Context: an optimization exercise on an open-source flow, tuned for small area and a short achievable clock period. The choices shown serve that exercise and are no tape-out recipe. In this exercise RTL edits were held to simulation tests only and were not proved equivalent to the original. Power figures rest on the tool's default switching activity, not on a simulated workload.

Design pci_master, start of the top module:
module pci_master (
   input  logic                                CLK,
   input  logic                                reset,
   input  logic                                cmd_req,
   input  logic                                cmd_dir,
   input  logic [pci_master_pkg::ADDR_W-1:0]   cmd_addr,
   input  logic [pci_master_pkg::LEN_W-1:0]    cmd_len,
   output logic                                cmd_ack,
   output logic                                sts_fatal,
   output logic [pci_master_pkg::LEN_W-1:0]    sts_beats,
   input  logic                                wr_req,
   input  logic [pci_master_pkg::DATA_W-1:0]   wr_data,
   output logic                                wr_ack,
   input  logic                                rd_req,
   output logic                                rd_ack,
   output logic [pci_master_pkg::DATA_W-1:0]   rd_data,
   input  logic [pci_master_pkg::DATA_W-1:0]   adio_out,
   input  logic                                m_data,
  ...
For scale: roughly 2400 cells after synthesis, about 42000 sq um of cells after synthesis.
Settings: LEC_CHECK=0, CAP_MARGIN=20, CORE_MARGIN=2, CORE_UTILIZATION=45, CTS_BUF_LIST=sky130_fd_sc_hd__clkbuf_16, CTS_CLUSTER_DIAMETER=120, CTS_CLUSTER_SIZE=26, SETUP_SLACK_MARGIN=2.8, SLEW_MARGIN=20; clock period 6.0 ns.
standard.sh (not shown) runs the stock make flow with config.mk's settings and CLKGATE_MAP_FILE= SYNTH_SCRIPT=/design/flow/synth_recipe.tcl, a recipe that flattens the netlist after the stock synthesis.
==> flow/flow/run.sh <==
#!/bin/bash
# Own layout flow, on the standard layout (standard.sh):
# - the standard synthesis, then its combinational cells mapped again with an
#   area-oriented ABC script (flow/resyn.sh); registers are left untouched;
# - the pins of the bus-side output path (m_addr_n, m_data, adio_in, m_cbe)
#   kept together on one edge (flow/io.tcl);
# - plain buffers (buf_1) as the port buffers.
set -euo pipefail
cd "$(dirname "${BASH_SOURCE[0]}")/.."
export IO_CONSTRAINTS="$PWD/flow/io.tcl"
export BUFFER_PORTS_ARGS="-buffer_cell sky130_fd_sc_hd__buf_1"
RES=orfs/results/sky130hd/pci_master/base
bash standard.sh synth > standard_synth.log 2>&1
cp $RES/1_2_yosys.v standard_1_2_yosys.v
bash flow/resyn.sh standard_1_2_yosys.v $RES/1_2_yosys.v resyn > resyn.log 2>&1
rm -f $RES/1_synth.odb $RES/1_synth.sdc
bash standard.sh finish > standard.log 2>&1
Other scripts of this flow, unchanged in this note and not shown: flow/flow/area.abc, flow/flow/io.tcl, flow/flow/resyn.sh
The starting point went through all stages and came out clean.
Rerun with:
--- a/flow/flow/run.sh
+++ b/flow/flow/run.sh
@@ -6,3 +6,3 @@
 #   kept together on one edge (flow/io.tcl);
-# - plain buffers (buf_1) as the port buffers.
+# - plain buffers (buf_2) as the port buffers.
 set -euo pipefail
@@ -10,3 +10,3 @@
 export IO_CONSTRAINTS="$PWD/flow/io.tcl"
-export BUFFER_PORTS_ARGS="-buffer_cell sky130_fd_sc_hd__buf_1"
+export BUFFER_PORTS_ARGS="-buffer_cell sky130_fd_sc_hd__buf_2"
 RES=orfs/results/sky130hd/pci_master/base
--- a/flow/config.mk
+++ b/flow/config.mk
@@ -10,5 +10,5 @@
 export CORE_UTILIZATION = 45
-export CTS_BUF_LIST = sky130_fd_sc_hd__clkbuf_16
-export CTS_CLUSTER_DIAMETER = 120
-export CTS_CLUSTER_SIZE = 26
+export CTS_BUF_LIST = sky130_fd_sc_hd__clkbuf_8
+export CTS_CLUSTER_DIAMETER = 100
+export CTS_CLUSTER_SIZE = 18
 export SETUP_SLACK_MARGIN = 2.8
=> Area after synthesis does not change; clock skew grows by 0.0097 ns; via count barely changes; final cell count goes up by 0.53%; die area stays the same; wire length shrinks by about 0.9%; sequential power hardly moves.
Rerun with:
--- a/flow/config.mk
+++ b/flow/config.mk
@@ -10,5 +10,5 @@
 export CORE_UTILIZATION = 45
-export CTS_BUF_LIST = sky130_fd_sc_hd__clkbuf_8
-export CTS_CLUSTER_DIAMETER = 100
-export CTS_CLUSTER_SIZE = 18
+export CTS_BUF_LIST = sky130_fd_sc_hd__clkbuf_16
+export CTS_CLUSTER_DIAMETER = 120
+export CTS_CLUSTER_SIZE = 26
 export SETUP_SLACK_MARGIN = 2.8
Effect:
- via count shrinks by 1.3%
- synthesized cell count stays the same
- global-route usage shrinks by 0.21 points
- die area does not change
- critical path depth stays the same
- clock power grows by about 5%
- hold slack hardly moves
- core utilization grows by 0.12 points
- non-clock buffer count does not change
- maximum frequency grows by 1.5%
Rerun with:
--- a/flow/flow/run.sh
+++ b/flow/flow/run.sh
@@ -6,3 +6,3 @@
 #   kept together on one edge (flow/io.tcl);
-# - plain buffers (buf_2) as the port buffers.
+# - plain buffers (buf_1) as the port buffers.
 set -euo pipefail
@@ -10,3 +10,3 @@
 export IO_CONSTRAINTS="$PWD/flow/io.tcl"
-export BUFFER_PORTS_ARGS="-buffer_cell sky130_fd_sc_hd__buf_2"
+export BUFFER_PORTS_ARGS="-buffer_cell sky130_fd_sc_hd__buf_1"
 RES=orfs/results/sky130hd/pci_master/base
--- a/flow/config.mk
+++ b/flow/config.mk
@@ -9,3 +9,3 @@
 export CORE_MARGIN = 2
-export CORE_UTILIZATION = 45
+export CORE_UTILIZATION = 40
 export CTS_BUF_LIST = sky130_fd_sc_hd__clkbuf_16
The new run went through all stages and came out clean.
Sequential power is about the same.
Clock skew is about the same.
Core utilization shrinks by 5.7 points.
Flip-flop and latch count does not change.
Design area barely changes.
Total power stays flat.
Worst hold slack improved by 0.0089 ns.

separate check: timing with driven ports:
The flow's constraints put no driver on any port. The routed layouts listed below were extracted and timed again, unchanged, in two steps.
Step 1, drivers: a clkbuf_16 drives CLK and a buf_2 each remaining input, both assumed.
Step 2 adds t to the input delays and takes it off the output delays; t is the mean of the earliest and latest rising clock arrival at the registers after step 1. Input paths then give back, and output paths get back, about the clock's delay inside the block.
a / b / c = ideal ports / drivers / drivers and shift; a / b = the first two.
run | t (ns) | setup WS [ns] | slew at the worst register clock pin (ns)
the first run | 0.724 | 2.828 / 2.777 / 2.221 | 0.11 / 0.11
the second run | 0.782 | 2.751 / 2.697 / 2.169 | 0.12 / 0.12
the third run | 0.710 | 2.799 / 2.746 / 2.221 | 0.11 / 0.11
the fourth run | 0.720 | 2.828 / 2.772 / 2.258 | 0.11 / 0.11
After both steps every run listed still meets setup and hold. For the first run, which loses most, drivers alone change the setup slack by -0.051 ns; drivers and shift together by -0.607 ns.
